Background: an optimization exercise with open tools, aiming at small area, a short achievable clock period and few clock cycles per item. Do not read the settings as production practice.
The RTL was checked by simulation tests, not by an equivalence proof against the original design.
No activity file was given, so power comes from the tool's default toggle rates.

File: design/flow/design.v
package dcache_pkg;
	localparam int N_SETS = 8;
	localparam int IDX_W  = 3;
	localparam int TAG_W  = 26;
	typedef logic [31:0] word_t;
	typedef logic [TAG_W-1:0] tag_t;
	typedef logic [IDX_W-1:0] idx_t;
endpackage
`timescale 1ns/1ps
module dcache (
	input logic CLK,
	input logic nRST,
	input logic dmemREN,
	input logic dmemWEN,
	input dcache_pkg::word_t dmemaddr,
	input dcache_pkg::word_t dmemstore,
	input logic halt,
	output logic dhit,
	output dcache_pkg::word_t dmemload,
	output logic flushed,
	input logic dwait,
	input dcache_pkg::word_t dload,
	output logic dREN,
	output logic dWEN,
	output dcache_pkg::word_t daddr,
	output dcache_pkg::word_t dstore
);
	localparam int NS = dcache_pkg::N_SETS;
	logic [NS-1:0][25:0] tag0, tag1;
	logic [NS-1:0][31:0] dat00, dat01, dat10, dat11;   
	logic [NS-1:0] dirty0, dirty1, valid0, valid1;
	logic [NS-1:0] lru;   
	logic st_wb1;     
	logic st_fill0;   
	logic st_fill1;   
	logic st_flush;   
	logic st_done;    
	logic fword;      
	logic idle;
	logic req;
	logic [2:0] idx;
	logic off;
	logic [25:0] atag;
	logic [NS-1:0] dec;
	assign req = dmemREN | dmemWEN;
	assign idx = dmemaddr[5:3];
	assign off = dmemaddr[2];
	assign atag = dmemaddr[31:6];
	assign idle = ~(st_wb1 | st_fill0 | st_fill1 | st_flush | st_done);
	always_comb begin
		for (int s = 0; s < NS; s++) dec[s] = (idx == s);
	end
	logic [NS-1:0] g0, g1;
	logic any0, any1, fway;
	logic [2:0] fidx;
	always_comb begin
		logic seen;
		seen = 1'b0;
		for (int s = 0; s < NS; s++) begin
			g0[s] = dirty0[s] & ~seen;
			seen = seen | dirty0[s];
		end
		for (int s = 0; s < NS; s++) begin
			g1[s] = dirty1[s] & ~seen;
			seen = seen | dirty1[s];
		end
		fidx = '0;
		for (int s = 0; s < NS; s++) if (g0[s] | g1[s]) fidx = 3'(s);
	end
	assign any0 = |dirty0;
	assign any1 = |dirty1;
	assign fway = ~any0;
	logic [NS-1:0] rsel0, rsel1;
	assign rsel0 = st_flush ? g0 : dec;
	assign rsel1 = st_flush ? g1 : dec;
	logic [25:0] t0, t1;
	logic [31:0] y00, y01, y10, y11;
	always_comb begin
		t0 = '0; t1 = '0;
		y00 = '0; y01 = '0; y10 = '0; y11 = '0;
		for (int s = 0; s < NS; s++) begin
			t0 = t0 | (tag0[s] & {26{rsel0[s]}});
			t1 = t1 | (tag1[s] & {26{rsel1[s]}});
			y00 = y00 | (dat00[s] & {32{rsel0[s]}});
			y01 = y01 | (dat01[s] & {32{rsel0[s]}});
			y10 = y10 | (dat10[s] & {32{rsel1[s]}});
			y11 = y11 | (dat11[s] & {32{rsel1[s]}});
		end
	end
	logic m0, m1, hit, vway, vdirty;
	assign m0 = |(valid0 & dec) & (t0 == atag);
	assign m1 = |(valid1 & dec) & (t1 == atag);
	assign hit = m0 | m1;
	assign vway = |(lru & dec);
	assign vdirty = vway ? |(dirty1 & dec) : |(dirty0 & dec);
	logic miss;       
	logic hit_done;   
	logic fill_done;
	assign miss = idle & req & ~hit;
	assign hit_done = idle & req & hit;
	assign fill_done = st_fill1 & ~dwait;
	logic wb_now, tway, tword, use_tag;
	assign wb_now = (miss & vdirty) | st_wb1;
	assign dWEN = wb_now | (st_flush & (any0 | any1));
	assign dREN = (miss & ~vdirty) | st_fill0 | st_fill1;
	assign tway = st_flush ? fway : vway;
	assign use_tag = wb_now | st_flush;
	assign tword = st_wb1 | st_fill1 | (st_flush & fword);
	assign daddr = {use_tag ? (tway ? t1 : t0) : atag,
			st_flush ? fidx : idx, tword, 2'b00};
	logic rway, rword, bypass;
	assign rway = st_flush ? fway : (m1 | (~m0 & vway));
	assign rword = st_flush ? fword : ((idle & off & hit) | st_wb1);
	assign bypass = st_fill1 & off;   
	always_comb begin
		if (bypass) dstore = dload;
		else case ({rway, rword})
			2'b00: dstore = y00;
			2'b01: dstore = y01;
			2'b10: dstore = y10;
			default: dstore = y11;
		endcase
	end
	assign dmemload = dstore;
	assign dhit = hit_done | fill_done;
	assign flushed = st_done;
	logic fill_we, fill_w, use_store, set_way;
	logic [31:0] wdata;
	assign fill_we = ~dwait & ((miss & ~vdirty) | st_fill0 | st_fill1);
	assign fill_w = st_fill1;
	assign use_store = dmemWEN & (hit | (off == fill_w));
	assign wdata = use_store ? dmemstore : dload;
	logic store_hit;
	assign store_hit = hit_done & dmemWEN;
	logic [NS-1:0] we00, we01, we10, we11;
	always_comb begin
		for (int s = 0; s < NS; s++) begin
			we00[s] = dec[s] & ((store_hit & m0 & ~off) | (fill_we & ~vway & ~fill_w));
			we01[s] = dec[s] & ((store_hit & m0 & off) | (fill_we & ~vway & fill_w));
			we10[s] = dec[s] & ((store_hit & m1 & ~off) | (fill_we & vway & ~fill_w));
			we11[s] = dec[s] & ((store_hit & m1 & off) | (fill_we & vway & fill_w));
		end
	end
	always_ff @(posedge CLK) begin
		for (int s = 0; s < NS; s++) begin
			if (we00[s]) dat00[s] <= wdata;
			if (we01[s]) dat01[s] <= wdata;
			if (we10[s]) dat10[s] <= wdata;
			if (we11[s]) dat11[s] <= wdata;
			if (fill_done & dec[s] & ~vway) tag0[s] <= atag;
			if (fill_done & dec[s] & vway) tag1[s] <= atag;
		end
	end
	always_ff @(posedge CLK, negedge nRST) begin
		if (!nRST) begin
			valid0 <= '0;
			valid1 <= '0;
			dirty0 <= '0;
			dirty1 <= '0;
			lru <= '0;
		end else begin
			for (int s = 0; s < NS; s++) begin
				if (dec[s]) begin
					if (hit_done) begin
						lru[s] <= m0;   
						if (dmemWEN & m0) dirty0[s] <= 1'b1;
						if (dmemWEN & m1) dirty1[s] <= 1'b1;
					end
					if (fill_done) begin
						lru[s] <= ~vway;
						if (~vway) begin
							valid0[s] <= 1'b1;
							dirty0[s] <= dmemWEN;
						end else begin
							valid1[s] <= 1'b1;
							dirty1[s] <= dmemWEN;
						end
					end
				end
				if (st_flush & fword & ~dwait) begin
					if (g0[s]) dirty0[s] <= 1'b0;
					if (g1[s]) dirty1[s] <= 1'b0;
				end
			end
		end
	end
	always_ff @(posedge CLK, negedge nRST) begin
		if (!nRST) begin
			st_wb1 <= 1'b0;
			st_fill0 <= 1'b0;
			st_fill1 <= 1'b0;
			st_flush <= 1'b0;
			st_done <= 1'b0;
			fword <= 1'b0;
		end else begin
			if (idle) begin
				if (halt) begin
					st_flush <= 1'b1;
				end else if (miss & ~dwait) begin
					st_wb1 <= vdirty;
					st_fill1 <= ~vdirty;
				end
			end
			if (st_wb1 & ~dwait) begin
				st_wb1 <= 1'b0;
				st_fill0 <= 1'b1;
			end
			if (st_fill0 & ~dwait) begin
				st_fill0 <= 1'b0;
				st_fill1 <= 1'b1;
			end
			if (fill_done) st_fill1 <= 1'b0;
			if (st_flush) begin
				if (~(any0 | any1)) begin
					st_flush <= 1'b0;
					st_done <= 1'b1;
				end else if (~dwait) begin
					fword <= ~fword;
				end
			end
		end
	end
endmodule
File: design/flow/config.mk
export PLATFORM = sky130hd
export DESIGN_NAME = dcache
export DESIGN_NICKNAME = dcache
export VERILOG_FILES = /design/flow/design.v
export SDC_FILE = /design/flow/constraint.sdc
export NUM_CORES = 4
export LEC_CHECK = 0
export CAP_MARGIN = 20
export CELL_PAD_IN_SITES_DETAIL_PLACEMENT = 1
export CELL_PAD_IN_SITES_GLOBAL_PLACEMENT = 2
export CORE_MARGIN = 2
export CORE_UTILIZATION = 30
export PLACE_DENSITY = 0.45
export SETUP_SLACK_MARGIN = 0.3
export SLEW_MARGIN = 20
File: design/flow/run.sh
#!/bin/bash
# synth_recipe.tcl (not shown) runs the flow's synth.tcl, then flattens the netlist and writes it again
# the make line also repeats each setting of config.mk as NAME=value (left out here)
make -C /OpenROAD-flow-scripts/flow DESIGN_CONFIG=/design/flow/config.mk WORK_HOME=/design/flow/orfs CLKGATE_MAP_FILE= SYNTH_SCRIPT=/design/flow/synth_recipe.tcl finish
File: design/flow/constraint.sdc
create_clock -name core_clock -period 8.0 [get_ports {CLK}]
set_input_delay 1.6000 -clock core_clock [delete_from_list [all_inputs] [get_ports {CLK}]]
set_output_delay 1.6000 -clock core_clock [all_outputs]
set_load 0.01 [all_outputs]
==> qor.log <==
qor: yosys.synth_area_per_cell 15.7 um^2
qor: cts.tritoncts_clock_tree done
qor: place.dp_hpwl 162 mm
qor: place.io_buffers 197
qor: drt.initialDrtViolationCount 3860
qor: drt.drt_wl_total 257 mm
qor: sta.slew_violations 0
qor: cells_and_area.drive_gt1_share 28.2%
qor: worst_setup_path.path_delay_family buffers and inverters
qor: sta.setup_repair_after_global_routing_missed_its_margin yes
qor: sta.headroom_to_the_max_slew_limit 24.0%
qor: floorplan.fp-row-count 164
qor: worst_setup_path.critical_path_arrival 6.07 ns
qor: worst_setup_path.timing_worst_setup_path_type primary input to output pin
qor: floorplan.boundaryPins 202
qor: drt.drt-met1-wl 103 mm
qor: yosys.ys_top_cells_by_area edfxtp_1 72%, a222oi_1 3.7%, a22oi_1 3.4%
qor: cts.source_to_sink_clock_delay_at_the_later_pin_of_the_worst_skew_pair 0.83 ns
qor: floorplan.die_area 204000 um^2
qor: drt.detail_route.wl_per_cell 34.6 um
qor: cts.clk_pin_slew 0.05 ns
qor: place.postPlaceCellArea 69800 um^2
qor: cts.htreeDepth 4
qor: worst_setup_path.timing.critical_path.fanout_max 18
qor: global_route.antenna_found_initial 6
qor: worst_setup_path.setup.reg_to_reg.worst_slack 1.98 ns
qor: yosys.syn_area 60100 um^2
qor: min_path.min_path_cells 1
qor: cells_and_area.stdcell_area 78200 um^2
qor: yosys.postSynthCellCount 3830
qor: place.pre_cts_slack -0.817 ns
qor: floorplan.core-area 199000 um^2
qor: cells_and_area.synthToLayoutAreaGrowth 30.2%
qor: cts.cts.path.max_buffers 3
qor: cells_and_area.design.final.nets 4728
qor: power.total_leakage_power 26.1 nW
qor: global_route.gr-total-overflow 0
qor: sta.worst-slew-pin-transition 1.14 ns
qor: power.worst_voltage_drop_across_the_vdd_grid 0.183 mV
qor: cts.post_cts_hold_buffer_count 0
qor: drt.dr_total_vias 41600
qor: yosys.synth_seq_area_share 73.9%
qor: global_route.grt.total_usage 24.6%
qor: cts.cts.sink_count 1486
qor: drt.detailroute.wirelength.met2 134 mm
qor: sta.final.period_utilization 95.9%
qor: worst_setup_path.crit_required 6.40 ns
qor: worst_setup_path.path_cells buf_12 -> buf_16 -> nor4b_4 -> or2_4 -> buf_4 -> buf_12 -> a222oi_1 -> a31oi_1 -> nor4b_2 -> buf_4 -> nand4_1 -> buf_4 -> or4_1 -> buf_6 -> a41oi_4 -> buf_12 -> buf_12 -> buf_6 -> nand2_1 -> o21ai_0 -> clkdlybuf4s15_1
qor: worst_setup_path.cp_slowest_stage_delay 0.57 ns
qor: sta.report.final.setup_viol 0
qor: worst_setup_path.critical-path-slowest-cell or4_1
qor: sta.fmax 130 MHz
qor: min_path.worst_hold_path.endpoint valid0[4]
qor: global_route.grt_pass1_wl 353 mm
qor: cts.clock_tree.root_cell clkbuf_16
qor: cts.cts_inserted_buffers 173
qor: power.totalPowerFinal 0.0179 W
qor: yosys.count_of_flip_flops_with_a_built_in_enable_after_synthesis 1440
qor: yosys.synth_cell_type_count 95
qor: yosys.yosysWarningCount 1
qor: yosys.synth.cells.most_frequent 1440 x edfxtp_1, 269 x a22oi_1, 220 x a222oi_1
qor: sta.tns 0 ns
qor: yosys.synth_seq_cells 1486
qor: min_path.worstHoldStart valid0[4]
qor: sta.skew 0.0355 ns
qor: sta.layout_setup_ws 0.330 ns
qor: drt.detail_route.drc_violations 0
qor: sta.final-hold-violation-count 0
qor: floorplan.die_x 451 um
qor: sta.post-route-min-period 7.67 ns
qor: worst_setup_path.crit_path_start_kind primary input
qor: power.power_density_cells 229 nW/um^2
qor: flow_run.cap_viol_max_count 0
qor: place.place_congestion 0.812
qor: floorplan.starting_density_of_the_core 30.1%
qor: yosys.synth_top_area_share 72.0%
qor: yosys.post-synth-top-count-cell edfxtp_1
qor: drt.detail_route.first_pass.iterations 9
qor: worst_setup_path.r2r_depth 24
qor: global_route.grt_start_max_net_pins 65
qor: worst_setup_path.cp_num_buf_inv 11
qor: drt.top_layer met5
qor: global_route.via_count_of_the_first_global_routing_pass 43900
qor: min_path.min_path_type flop to flop
qor: worst_setup_path.reg2reg_from dirty0[0]
qor: drt.avgViaCountPerCell 5.60
qor: run_status.status complete, no violations
qor: worst_setup_path.worst_r2r_endpoint dat11[126]
qor: drt.route.antenna.remaining_nets 0
qor: worst_setup_path.setup.worst_path.end_class output pin
qor: yosys.synth.largest_area_cell edfxtp_1
qor: floorplan.die_y 451 um
qor: yosys.dominantRegCellSynth edfxtp_1
qor: worst_setup_path.critical_path.most_common_cell buf_12
qor: drt.met3WireLength 9.66 mm
qor: yosys.synthArstFlopShare 3.10%
per-stage QoR:
step           util (%)  hold WS, ns  cells
6_report           39.3        0.469   7425
5_1_grt            39.2        0.480   7423
4_1_cts            38.9        0.467   7371
3_5_place_dp       35.1        0.454   6965
3_3_place_gp       35.0        0.445   6963
2_1_floorplan         -        0.433   3831
placed cells by master (no fill, tap or decap), types with 21 or more instances in the layout:
cell and instances:
a32oi_1 32, a22o_1 25, o211ai_1 74, clkinv_2 21, nor3_1 41, edfxtp_1 1440, clkdlybuf4s50_1 102, a21oi_1 67
buf_2 23, nor2_1 48, nand4_1 98, dfrtp_1 45, clkinv_1 41, and3_1 26, mux2i_1 47, bufinv_16 22
buf_4 591, o21ai_0 104, mux2_2 35, nand3_2 23, a22oi_1 261, inv_1 37, a222oi_1 220, nand3_1 132
o32ai_1 23, buf_12 93, nor2_4 42, clkbuf_16 182, nand2_1 178, buf_6 40, and4_1 46, clkbuf_2 27
clkbuf_1 38
where the power goes:
group,internal [W],leakage (nW),switching [W]
clock,0.00479,2.78,0.00324
sequential,0.00858,13.6,0.000000488
combinational,0.000486,9.72,0.000829
total,0.0139,26.1,0.00407
per-layer routing:
metal | vias to the layer above | GRT usage, %
li1 | 17800 | -
met1 | 22300 | 30.1
met2 | 1183 | 44.7
met3 | 365 | 2.67
met4 | 4 | 8.96
met5 | - | 0
worst register-to-register path: cells and delay by family, from the launching register on:
kind,cells,cell delay (ns)
buffers and inverters,13,2.22
AO/OA/AOI/OAI,3,0.38
flip-flops,1,0.38
multiplexers,1,0.79
AND/OR/NAND/NOR,7,1.92
worst max path at each step:
stage | startpoint | end | slack [ns] | cells past startpoint
2_1_floorplan | dmemaddr[3] | dstore[10] | 0.74 | 18
3_3_place_gp | dmemaddr[5] | dmemload[19] | -0.76 | 18
3_5_place_dp | dmemaddr[5] | dmemload[14] | -0.82 | 17
4_1_cts | dmemaddr[4] | dstore[15] | 0.20 | 22
5_1_grt | dmemaddr[4] | dstore[30] | 0.23 | 25
6_report | dmemaddr[4] | daddr[6] | 0.33 | 21
sequential cells by signal, summed over array words and instances, names as in the netlist, 208 cells and up:
| name | count |
|---|---|
| dat00 | 256 |
| dat01 | 256 |
| dat10 | 256 |
| dat11 | 256 |
| tag0 | 208 |
| tag1 | 208 |
layout make-up:
class                   count  area [um^2]
diodes                      3         7.51
clock inverters            99         1140
well taps                2656         3320
flip-flops and latches   1486        44400
repair buffers            933         9040
clock buffers             217         4610
multi-input cells        1993        15500
fillers                 19800       121000
inverters                  38          143
repair_timing:
item	in CTS	in global routing
endpoints found under the hold margin	0	0
gates cloned	17	5
endpoints found under the setup margin	93	93
buffers inserted	73	42
pin swaps	76	66
gates resized for setup	358	169
kinds of logic (layout without fill, tap and decap cells):
group | after synthesis | after routing | share of synthesized area, %
flip-flops | 1486 | 1486 | 73.9
AO/OA/AOI/OAI | 1054 | 1058 | 13.8
AND/OR/NAND/NOR | 825 | 825 | 7.64
buffers and inverters | 356 | 1287 | 2.67
multiplexers | 100 | 100 | 1.83
XOR/XNOR | 7 | 7 | 0.102
adder cells (fa/ha/maj) | 1 | 1 | 0.0208
other | 1 | 5 | 0.00624
Testbench counts, summed over its fixed seeds: cycles 72,223, requests 24,000.

-- port drivers added, routing unchanged --
No port has a modelled driver above. Below, the same layout with a new extraction and two added sets of constraints.
Step 1 sets driving cells, clkbuf_16 on the clock port and buf_2 on the other inputs (assumed; they add their load-dependent delay and slew).
Step 2 moves the port delays by t, midway between the first and last clock arrival at a register: inputs arrive t later, outputs are due t later. That takes back most of the time a late clock gives input paths.
a / b / c = ideal ports / drivers / drivers and shift; a / b = the first two.
t (ns): 0.899
setup WS [ns]: 0.330 / 0.278 / 0.278
hold WS [ns]: 0.469 / 0.469 / 0.469
latest minus earliest clock arrival (ns): 0.035 / 0.035
worst slew at a driven data input, ns: 0.13
After both steps setup and hold are still met in this run. The setup slack of this run moves by -0.052 ns with the drivers and by -0.052 ns with both steps.
